This is an optimization exercise on Yosys and OpenROAD, whose aim is small area, not a production implementation.
Where RTL was checked, it was by simulation tests only, not by an equivalence proof against the original.
No activity file was given, so power comes from the tool's default toggle rates.

== alpha ==
Design mipsPipeline, start of the top module:
module mipsPipeline (
    input  logic        clk,
    input  logic        rst_n,
    output logic [29:0] iCacheAddr,
    input  logic [31:0] iCacheRdata,
    input  logic        iCacheStall,
    output logic        dCacheRen,
    output logic        dCacheWen,
    output logic [29:0] dCacheAddr,
    output logic [31:0] dCacheWdata,
    input  logic [31:0] dCacheRdata,
    input  logic        dCacheStall
);
Size: ~160 I/O pins, roughly 28,000 um2 of cells after synthesis.
==> flow/config.mk <==
export PLATFORM = sky130hd
export DESIGN_NAME = mipsPipeline
export DESIGN_NICKNAME = mipsPipeline
export VERILOG_FILES = /design/flow/design.v
export SDC_FILE = /design/flow/constraint.sdc
export NUM_CORES = 4
export LEC_CHECK = 0
export CAP_MARGIN = 20
export CORE_MARGIN = 2
export CORE_UTILIZATION = 60
export SLEW_MARGIN = 20
==> flow/constraint.sdc <==
create_clock -name core_clock -period 7.5 [get_ports {clk}]
set_input_delay 1.5000 -clock core_clock [delete_from_list [all_inputs] [get_ports {clk}]]
set_output_delay 1.5000 -clock core_clock [all_outputs]
set_load 0.01 [all_outputs]
standard.sh (not shown) runs the stock make flow with config.mk's settings and CLKGATE_MAP_FILE= SYNTH_SCRIPT=/design/flow/synth_recipe.tcl, a recipe that flattens the netlist after the stock synthesis.
==> flow/flow/run.sh <==
#!/bin/bash
# Standard ORFS layout, with smaller port buffers and a clock tree without dummy loads.
set -euo pipefail
bash standard.sh \
  "BUFFER_PORTS_ARGS=-buffer_cell sky130_fd_sc_hd__buf_1" \
  "CTS_ARGS=-sink_clustering_enable -repair_clock_nets -dont_use_dummy_load -buf_list sky130_fd_sc_hd__clkbuf_8 -sink_clustering_size 20 -sink_clustering_max_diameter 60" \
  finish > orfs_make.log 2>&1
alpha finished end to end and its layout was clean on timing, DRC and antenna.
Changes in beta relative to alpha:
==> flow/flow/run.sh <==
#!/bin/bash
# Standard ORFS layout, with smaller port buffers and a clock tree without dummy loads.
set -euo pipefail
bash standard.sh \
  "BUFFER_PORTS_ARGS=-buffer_cell sky130_fd_sc_hd__buf_1" \
  "CTS_ARGS=-sink_clustering_enable -repair_clock_nets -dont_use_dummy_load -buf_list sky130_fd_sc_hd__clkbuf_8 -sink_clustering_size 18 -sink_clustering_max_diameter 60" \
  finish > orfs_make.log 2>&1
Findings:
beta -> alpha: proportion of synthesized chip area in sequential cells delta 0, exact match
Detailed-route via count | beta above alpha
[diff] worst hold slack, beta relative to alpha: regression
beta gives less sequential group share of total power than alpha did.
Going from alpha to beta, via count of the first global-routing pass shows an increase of 193, clock-buffer cell count shows an increase of 6.
Higher global routing usage on met2 goes to beta over alpha.
Any difference in wire length between alpha and beta is small enough to ignore.
beta does better than alpha on minimum setup slack in the final design.
Function was not checked in any run of this note: the RTL went through the layout flow alone.

---

== try-ember ==
The RTL this note starts from:
==> flow/design.v <==
module mipsPipeline (
    input  logic        clk,
    input  logic        rst_n,
    output logic [29:0] iCacheAddr,
    input  logic [31:0] iCacheRdata,
    input  logic        iCacheStall,
    output logic        dCacheRen,
    output logic        dCacheWen,
    output logic [29:0] dCacheAddr,
    output logic [31:0] dCacheWdata,
    input  logic [31:0] dCacheRdata,
    input  logic        dCacheStall
);
    logic [4:0]  ph;         
    logic        clr;        
    logic [29:0] pc;         
    logic [28:0] ir;         
    logic        irW;        
    logic        exV;        
    logic        ctPend;     
    logic        ldPend;     
    logic        stPend;     
    logic        wbEn;       
    logic [4:0]  wd;         
    logic        cy;         
    logic        eq;         
    logic [31:1] d;          
    logic [28:0] a;          
    logic        ax;         
    logic        dx;         
    wire bnd = (ph == 5'd0);
    wire [4:0] j = ph - 5'd1;    
    wire [5:0] iop    = iCacheRdata[31:26];
    wire [2:0] icls;
    assign icls[2] = (iop == 6'h23) | (iop == 6'h2b) | (iop == 6'h04) | (iop == 6'h02);
    assign icls[1] = (iop == 6'h00) | (iop == 6'h08) | (iop == 6'h04) | (iop == 6'h02);
    assign icls[0] = (iop == 6'h08) | (iop == 6'h2b) | (iop == 6'h02);
    wire [2:0] cls    = ir[28:26];
    wire [5:0] fn     = ir[5:0];
    wire       isR    = (cls == 3'b010);
    wire       isAddi = (cls == 3'b011);
    wire       isLw   = (cls == 3'b100);
    wire       isSw   = (cls == 3'b101);
    wire       isBeq  = (cls == 3'b110);
    wire       isJ    = (cls == 3'b111);
    wire       isMem  = cls[2] & ~cls[1];
    wire       isCtrl = cls[2] & cls[1];
    wire       fSub   = isR & (fn == 6'h22);
    wire       fAnd   = isR & (fn == 6'h24);
    wire       fOr    = isR & (fn == 6'h25);
    wire       fSlt   = isR & (fn == 6'h2a);
    wire [4:0] rs     = ir[25:21];
    wire [4:0] rt     = ir[20:16];
    logic [31:0] tap;
    logic        wbAct;
    logic        wbit;
    assign tap[0] = 1'b0;
    logic [3:0] weLo;
    logic [7:0] weHi;
    always_comb begin
        for (int i = 0; i < 4; i++) weLo[i] = clr | (wbAct & (wd[1:0] == i));
        for (int i = 0; i < 8; i++) weHi[i] = clr | (wd[4:2] == i);
    end
    logic [3:0] weLo2;
    logic [7:0] weHi2;
    always_comb begin
        for (int i = 0; i < 4; i++) weLo2[i] = wbAct & (wd[1:0] == i);
        for (int i = 0; i < 8; i++) weHi2[i] = (wd[4:2] == i);
    end
    wire wbitC = wbit;
    genvar k;
    generate
        for (k = 1; k < 32; k++) begin : g_reg
            logic [31:0] r;
            wire we = weLo2[k % 4] & weHi2[k / 4];
            always_ff @(posedge clk) begin
                r <= {r[30:0], we ? wbitC : (r[31] & ~clr)};
            end
            assign tap[k] = r[0];
        end
    endgenerate
    wire rsb = tap[rs];
    wire rtb = tap[rt];
    wire [4:0] isel = (!isJ && j > 5'd15) ? 5'd15 : j;
    wire [31:0] irx = {6'b0, ir[25:0]};
    wire immb = irx[isel];
    wire [31:0] pcx = {2'b0, pc};
    wire pcb = pcx[j];
    wire sub  = fSub | fSlt;
    wire opA  = isCtrl ? pcb : rsb;
    wire opB  = (isJ ? 1'b0 : (isR ? rtb : immb)) ^ sub;
    wire cin  = (ph == 5'd1) ? sub : cy;
    wire sum  = opA ^ opB ^ cin;
    wire cout = (opA & opB) | (opA & cin) | (opB & cin);
    wire slt  = (rsb ^ rtb) ? rsb : sum;
    logic res;
    always_comb begin
        if (fAnd)                        res = rsb & rtb;
        else if (fOr)                    res = rsb | rtb;
        else if (fSlt)                   res = 1'b0;
        else if (isJ && j <= 5'd25)      res = immb;
        else                             res = sum;
    end
    wire dIn = isSw ? rtb : res;
    wire memNow    = bnd & exV & isMem;
    wire pend      = ldPend | stPend;
    assign dCacheRen   = (bnd & exV & isLw) | ldPend;
    assign dCacheWen   = (bnd & exV & isSw) | stPend;
    assign dCacheAddr  = {pend ? ax : sum, a};
    assign dCacheWdata = {stPend ? dx : rtb, d};
    wire loadServe = bnd & dCacheRen & ~dCacheStall;
    wire memBlock  = dCacheStall & ((exV & isMem) | pend);
    wire wbNow = (exV & (isR | isAddi)) | loadServe;
    assign wbAct = bnd ? wbNow : wbEn;
    always_comb begin
        if (bnd & loadServe)             wbit = dCacheRdata[0];
        else if (bnd & exV & fSlt)       wbit = slt;
        else                             wbit = d[1];
    end
    wire jumpNow = bnd & exV & (isJ | (isBeq & eq & (rsb ~^ rtb)));
    wire fetch = ~iCacheStall & ~irW & (~exV | bnd) & ~ctPend & ~jumpNow;
    wire start = bnd & (fetch | irW) & ~memBlock;
    wire ctUpd = ctPend & ~iCacheStall;
    wire dHold = stPend | ctPend | (bnd & exV & (isSw | isCtrl));
    assign iCacheAddr = pc;
    always_ff @(posedge clk) begin
        if (!rst_n) begin
            ph     <= '0;
            clr    <= 1'b1;
            pc     <= '0;
            irW    <= 1'b0;
            exV    <= 1'b0;
            ctPend <= 1'b0;
            ldPend <= 1'b0;
            stPend <= 1'b0;
            wbEn   <= 1'b0;
        end else begin
            ph  <= ph + 5'd1;
            if (ph == 5'd31) clr <= 1'b0;
            if (fetch) pc <= pc + 30'd1;
            else if (ctUpd) pc <= d[30:1];
            irW <= (fetch | irW) & ~start;
            if (bnd) exV <= start;
            if (jumpNow) ctPend <= 1'b1;
            else if (ctUpd) ctPend <= 1'b0;
            ldPend <= (bnd & exV & isLw & dCacheStall) | (ldPend & ~(bnd & ~dCacheStall));
            stPend <= ((bnd & exV & isSw) | stPend) & dCacheStall;
            if (bnd) wbEn <= wbNow;
        end
    end
    always_ff @(posedge clk) begin
        if (fetch) ir <= {icls, iCacheRdata[25:0]};
        cy <= cout;
        if (exV) eq <= ((ph == 5'd1) | eq) & (rsb ~^ rtb);
        if (exV && ph == 5'd31) wd <= isR ? ir[15:11] : ir[20:16];
        if (memNow) begin
            ax <= sum;
            dx <= rtb;
        end
        if (!bnd && !pend) a <= {sum, a[28:1]};
        if (loadServe) d <= dCacheRdata[31:1];
        else if (!dHold) d <= {dIn, d[31:2]};
    end
endmodule
==> flow/config.mk <==
export PLATFORM = sky130hd
export DESIGN_NAME = mipsPipeline
export DESIGN_NICKNAME = mipsPipeline
export VERILOG_FILES = /design/flow/design.v
export SDC_FILE = /design/flow/constraint.sdc
export NUM_CORES = 4
export LEC_CHECK = 0
export CAP_MARGIN = 20
export CORE_MARGIN = 2
export CORE_UTILIZATION = 60
export SLEW_MARGIN = 20
==> flow/constraint.sdc <==
create_clock -name core_clock -period 7.5 [get_ports {clk}]
set_input_delay 1.5000 -clock core_clock [delete_from_list [all_inputs] [get_ports {clk}]]
set_output_delay 1.5000 -clock core_clock [all_outputs]
set_load 0.01 [all_outputs]
==> flow/flow/run.sh <==
#!/bin/bash
# Standard ORFS layout, with smaller port buffers and a clock tree without dummy loads.
set -euo pipefail
bash standard.sh \
  "BUFFER_PORTS_ARGS=-buffer_cell sky130_fd_sc_hd__buf_1" \
  "CTS_ARGS=-sink_clustering_enable -repair_clock_nets -dont_use_dummy_load -buf_list sky130_fd_sc_hd__clkbuf_16 -sink_clustering_size 32 -sink_clustering_max_diameter 60" \
  finish > orfs_make.log 2>&1
try-ember reached the final stage; the timing, DRC and antenna checks on its layout passed.
Input changes introduced in try-tundra (baseline for comparison: try-ember):
==> flow/flow/run.sh <==
#!/bin/bash
# Standard ORFS layout, with smaller port buffers and a clock tree without dummy loads.
set -euo pipefail
bash standard.sh \
  "BUFFER_PORTS_ARGS=-buffer_cell sky130_fd_sc_hd__buf_1" \
  "CTS_ARGS=-sink_clustering_enable -repair_clock_nets -dont_use_dummy_load -buf_list sky130_fd_sc_hd__clkbuf_8 -sink_clustering_size 21 -sink_clustering_max_diameter 50" \
  finish > orfs_make.log 2>&1
--- outcome ---
try-tundra has less setup slack than try-ember. Reported for try-tundra and try-ember, layout sequential cell count turned out identical to the last digit. Compared with try-ember, in try-tundra post-route clock period utilization has increased, highest clock rate has decreased, total wire length has decreased, clock insertion delay at the later pin of the skew report has increased, detailed-router iteration count before antenna repair has increased. Post-layout utilization of the core in try-tundra vs try-ember: down 0.54 points. Reported for try-tundra and try-ember, register cell area after layout turned out identical to the last digit. Min routed wire length per instance across try-tundra and try-ember: try-tundra.
#### Input delta (try-juniper over try-tundra)
==> flow/flow/run.sh <==
#!/bin/bash
# Standard ORFS layout, with smaller port buffers and a clock tree without dummy loads.
set -euo pipefail
bash standard.sh \
  "BUFFER_PORTS_ARGS=-buffer_cell sky130_fd_sc_hd__buf_1" \
  "CTS_ARGS=-sink_clustering_enable -repair_clock_nets -dont_use_dummy_load -buf_list sky130_fd_sc_hd__clkbuf_8 -sink_clustering_size 18 -sink_clustering_max_diameter 60" \
  finish > orfs_make.log 2>&1
Notes after the runs:
Taking try-tundra as the reference, in try-juniper hold slack went down 19 ps; synthesized net count closely matched the old numbers. As of try-juniper, clock power had risen by a few percent compared to try-tundra. Taking try-tundra as the reference point, the pin slew with the least headroom to its limit of try-juniper falls by 24 ps. Between try-juniper and try-tundra, the difference in global-route track usage on met2 is negligible. In the metrics for try-juniper and try-tundra, the one carrying the higher net total in the final layout is try-juniper. try-juniper against try-tundra: fraction of power consumed by the clock network now sits higher, global-route usage barely changed, routed wire length closely matched the old numbers, sequential cell fraction of total power shows a reduction of 0.7 points, total power density per cell area climbed about 0.7%.

---

Setup of rev 12:
mipsPipeline, a different RTL version from the one above (not shown whole).
Size in the first run: roughly 1700 cells after synthesis, ~1100 flip-flops, roughly 160 I/O pins, roughly 28000 um2 of cells after synthesis.
clock: 7.5 ns
lec_check: 0
cap_margin: 20
core_margin: 2
core_utilization: 60
slew_margin: 20
==> flow/flow/run.sh <==
#!/bin/bash
# Standard ORFS layout, with smaller port buffers and a clock tree without dummy loads.
set -euo pipefail
bash standard.sh \
  "BUFFER_PORTS_ARGS=-buffer_cell sky130_fd_sc_hd__buf_1" \
  "CTS_ARGS=-sink_clustering_enable -repair_clock_nets -dont_use_dummy_load -buf_list sky130_fd_sc_hd__clkbuf_8 -sink_clustering_size 20 -sink_clustering_max_diameter 60" \
  finish > orfs_make.log 2>&1
diff inputs: rev 12 => rev 13
==> flow/flow/run.sh <==
#!/bin/bash
# Standard ORFS layout, with smaller port buffers and a clock tree without dummy loads.
set -euo pipefail
bash standard.sh \
  "BUFFER_PORTS_ARGS=-buffer_cell sky130_fd_sc_hd__buf_1" \
  "CTS_ARGS=-sink_clustering_enable -repair_clock_nets -dont_use_dummy_load -buf_list sky130_fd_sc_hd__clkbuf_8 -sink_clustering_size 22 -sink_clustering_max_diameter 60" \
  finish > orfs_make.log 2>&1
Findings:
- TritonCTS buffer count, rev 12 and rev 13: smaller value in rev 13
- Diff rev 12..rev 13 | longest individual stage delay on the worst path | negligible
- From rev 12 to rev 13 the numbers moved as follows: worst max-slew margin expressed relative to the limit comparable; clock tree cell share of total cell area saw a decrease; fmax climbed 0.65 MHz; design area -about 0.4%.
- Route | rev 13 vs rev 12 | wire shorter in rev 13
- Rev 13: final cycle utilization of the critical path 0.42 points below rev 12
- Total routed wire length on the met1 layer, rev 12 and rev 13: smaller value in rev 13
- Setup slack (higher): rev 13

---

## run a
mipsPipeline, a different RTL version from the one above (not shown whole).
Size: roughly 1,100 flip-flops, about 160 I/O pins.
export LEC_CHECK = 0
export CAP_MARGIN = 20
export CORE_MARGIN = 2
export CORE_UTILIZATION = 70
export SLEW_MARGIN = 20
create_clock -name core_clock -period 7.5 [get_ports {clk}]
==> flow/flow/run.sh <==
#!/bin/bash
# Standard ORFS layout, with smaller port buffers and a clock tree without dummy loads.
set -euo pipefail
bash standard.sh \
  "BUFFER_PORTS_ARGS=-buffer_cell sky130_fd_sc_hd__buf_1" \
  "CTS_ARGS=-sink_clustering_enable -repair_clock_nets -dont_use_dummy_load -buf_list sky130_fd_sc_hd__clkbuf_8 -sink_clustering_size 18 -sink_clustering_max_diameter 60" \
  finish > orfs_make.log 2>&1
Input-level comparison between run b and run a:
diff --git a/flow/config.mk b/flow/config.mk
--- a/flow/config.mk
+++ b/flow/config.mk
@@ -10 +10 @@
-export CORE_UTILIZATION = 70
+export CORE_UTILIZATION = 60
==> run summary <==
Going from run a to run b, the final core utilization was found to have gone down by 11 points. Changes observed in run b relative to run a: die span in y now larger; power per cell area lower. Where power is concerned, run a is outperformed by run b. Run b vs. run a: share of power burned in the clock network went down by 0.2 points. Final clock period utilization by the worst path ended up 7.6 points higher on run b than on run a. | final non-filler cell total | lower: run a |. Compared with run a, run b shows a critical path depth that is 1 higher. Smallest setup slack after layout (lower): run b. Sequential share of layout area for run b: 0.26 points down relative to run a.

---

Another version of the RTL of mipsPipeline (not shown whole).
For scale: ~1700 cells after synthesis, ~1100 flip-flops, roughly 160 I/O pins.
// mipsPipeline
module mipsPipeline (
    input  logic        clk,
    input  logic        rst_n,
    output logic [29:0] iCacheAddr,
    input  logic [31:0] iCacheRdata,
    input  logic        iCacheStall,
    output logic        dCacheRen,
    output logic        dCacheWen,
    output logic [29:0] dCacheAddr,
    output logic [31:0] dCacheWdata,
    input  logic [31:0] dCacheRdata,
    input  logic        dCacheStall
);
    logic [4:0]  ph;         
    logic        clr;        
    logic [29:0] pc;         
    logic [28:0] ir;         
    logic        irW;        
    logic        exV;        
    logic        ctPend;     
    logic        ldPend;     
    logic        stPend;     
    logic        wbEn;       
    logic [4:0]  wd;         
    logic        cy;         
    logic        eq;         
    logic [31:0] d;          
    logic [31:0] a;          
    wire bnd = (ph == 5'd0);
    wire [4:0] j = ph - 5'd1;    
    wire [5:0] iop    = iCacheRdata[31:26];
    wire [2:0] icls;
    assign icls[2] = (iop == 6'h23) | (iop == 6'h2b) | (iop == 6'h04) | (iop == 6'h02);
    assign icls[1] = (iop == 6'h00) | (iop == 6'h08) | (iop == 6'h04) | (iop == 6'h02);
    assign icls[0] = (iop == 6'h08) | (iop == 6'h2b) | (iop == 6'h02);
    wire [2:0] cls    = ir[28:26];
    wire [5:0] fn     = ir[5:0];
    wire       isR    = (cls == 3'b010);
    wire       isAddi = (cls == 3'b011);
    wire       isLw   = (cls == 3'b100);
    wire       isSw   = (cls == 3'b101);
    wire       isBeq  = (cls == 3'b110);
    wire       isJ    = (cls == 3'b111);
    wire       isMem  = cls[2] & ~cls[1];
    wire       isCtrl = cls[2] & cls[1];
  ...
clock: 7.5 ns
lec_check: 0
cap_margin: 20
core_margin: 2
core_utilization: 60
slew_margin: 20
==> flow/flow/run.sh <==
#!/bin/bash
# Standard ORFS layout, with smaller port buffers and a clock tree without dummy loads.
set -euo pipefail
bash standard.sh \
  "BUFFER_PORTS_ARGS=-buffer_cell sky130_fd_sc_hd__buf_1" \
  "CTS_ARGS=-sink_clustering_enable -repair_clock_nets -dont_use_dummy_load -buf_list sky130_fd_sc_hd__clkbuf_8 -sink_clustering_size 20 -sink_clustering_max_diameter 60" \
  finish > orfs_make.log 2>&1
Rerun with:
==> flow/flow/run.sh (replaced) <==
#!/bin/bash
# Standard ORFS layout, with smaller port buffers and a clock tree without dummy loads.
set -euo pipefail
bash standard.sh \
  "BUFFER_PORTS_ARGS=-buffer_cell sky130_fd_sc_hd__buf_1" \
  "CTS_ARGS=-sink_clustering_enable -repair_clock_nets -dont_use_dummy_load -buf_list sky130_fd_sc_hd__clkbuf_8 -sink_clustering_size 22 -sink_clustering_max_diameter 60" \
  finish > orfs_make.log 2>&1
Outcome: Register-to-register slack stays flat; fmax barely changes; utilization goes down by 0.27 points.

==> static timing again, ports no longer ideal <==
How much do the figures lean on ideal ports? The routed layouts below were timed once more, with nothing changed but the port constraints. Step 1, drivers: a clkbuf_16 drives clk and a buf_2 each remaining input, both assumed. Step 2 adds t to the input delays and takes it off the output delays; t is the mean of the earliest and latest rising clock arrival at the registers after step 1. Input paths then give back, and output paths get back, about the clock's delay inside the block. a / b / c = ideal ports / drivers / drivers and shift; a / b = the first two.
run	t, ns	setup slack, ns	hold WS [ns]	clock arrival spread, ns
alpha	0.685	0.606 / 0.606 / -0.010	0.311 / 0.311 / 0.311	0.092 / 0.091
beta	0.679	0.614 / 0.614 / -0.018	0.289 / 0.289 / 0.289	0.096 / 0.095
try-ember	0.639	1.278 / 1.222 / 1.861	0.311 / 0.311 / 0.311	0.075 / 0.076
try-tundra	0.680	1.243 / 1.187 / 1.867	0.301 / 0.301 / 0.301	0.114 / 0.114
try-juniper	0.683	1.265 / 1.210 / 1.893	0.282 / 0.282 / 0.282	0.098 / 0.098
rev 12	0.686	0.504 / 0.504 / -0.034	0.280 / 0.280 / 0.280	0.077 / 0.077
rev 13	0.710	0.536 / 0.536 / -0.014	0.280 / 0.280 / 0.280	0.120 / 0.120
run a	0.678	1.444 / 1.388 / 2.066	0.303 / 0.303 / 0.303	0.071 / 0.071
run b	0.684	0.873 / 0.820 / 1.504	0.276 / 0.276 / 0.276	0.100 / 0.100
the first run of note 5	0.673	0.658 / 0.669 / -0.004	0.292 / 0.292 / 0.292	0.110 / 0.110
the second run of note 5	0.705	0.675 / 0.686 / -0.019	0.291 / 0.291 / 0.291	0.119 / 0.119
Met with ideal ports but missed after step 2: setup timing in 6 of these runs. The setup slack of the second run of note 5, which loses most, moves by +0.011 ns with the drivers and by -0.694 ns with both steps.
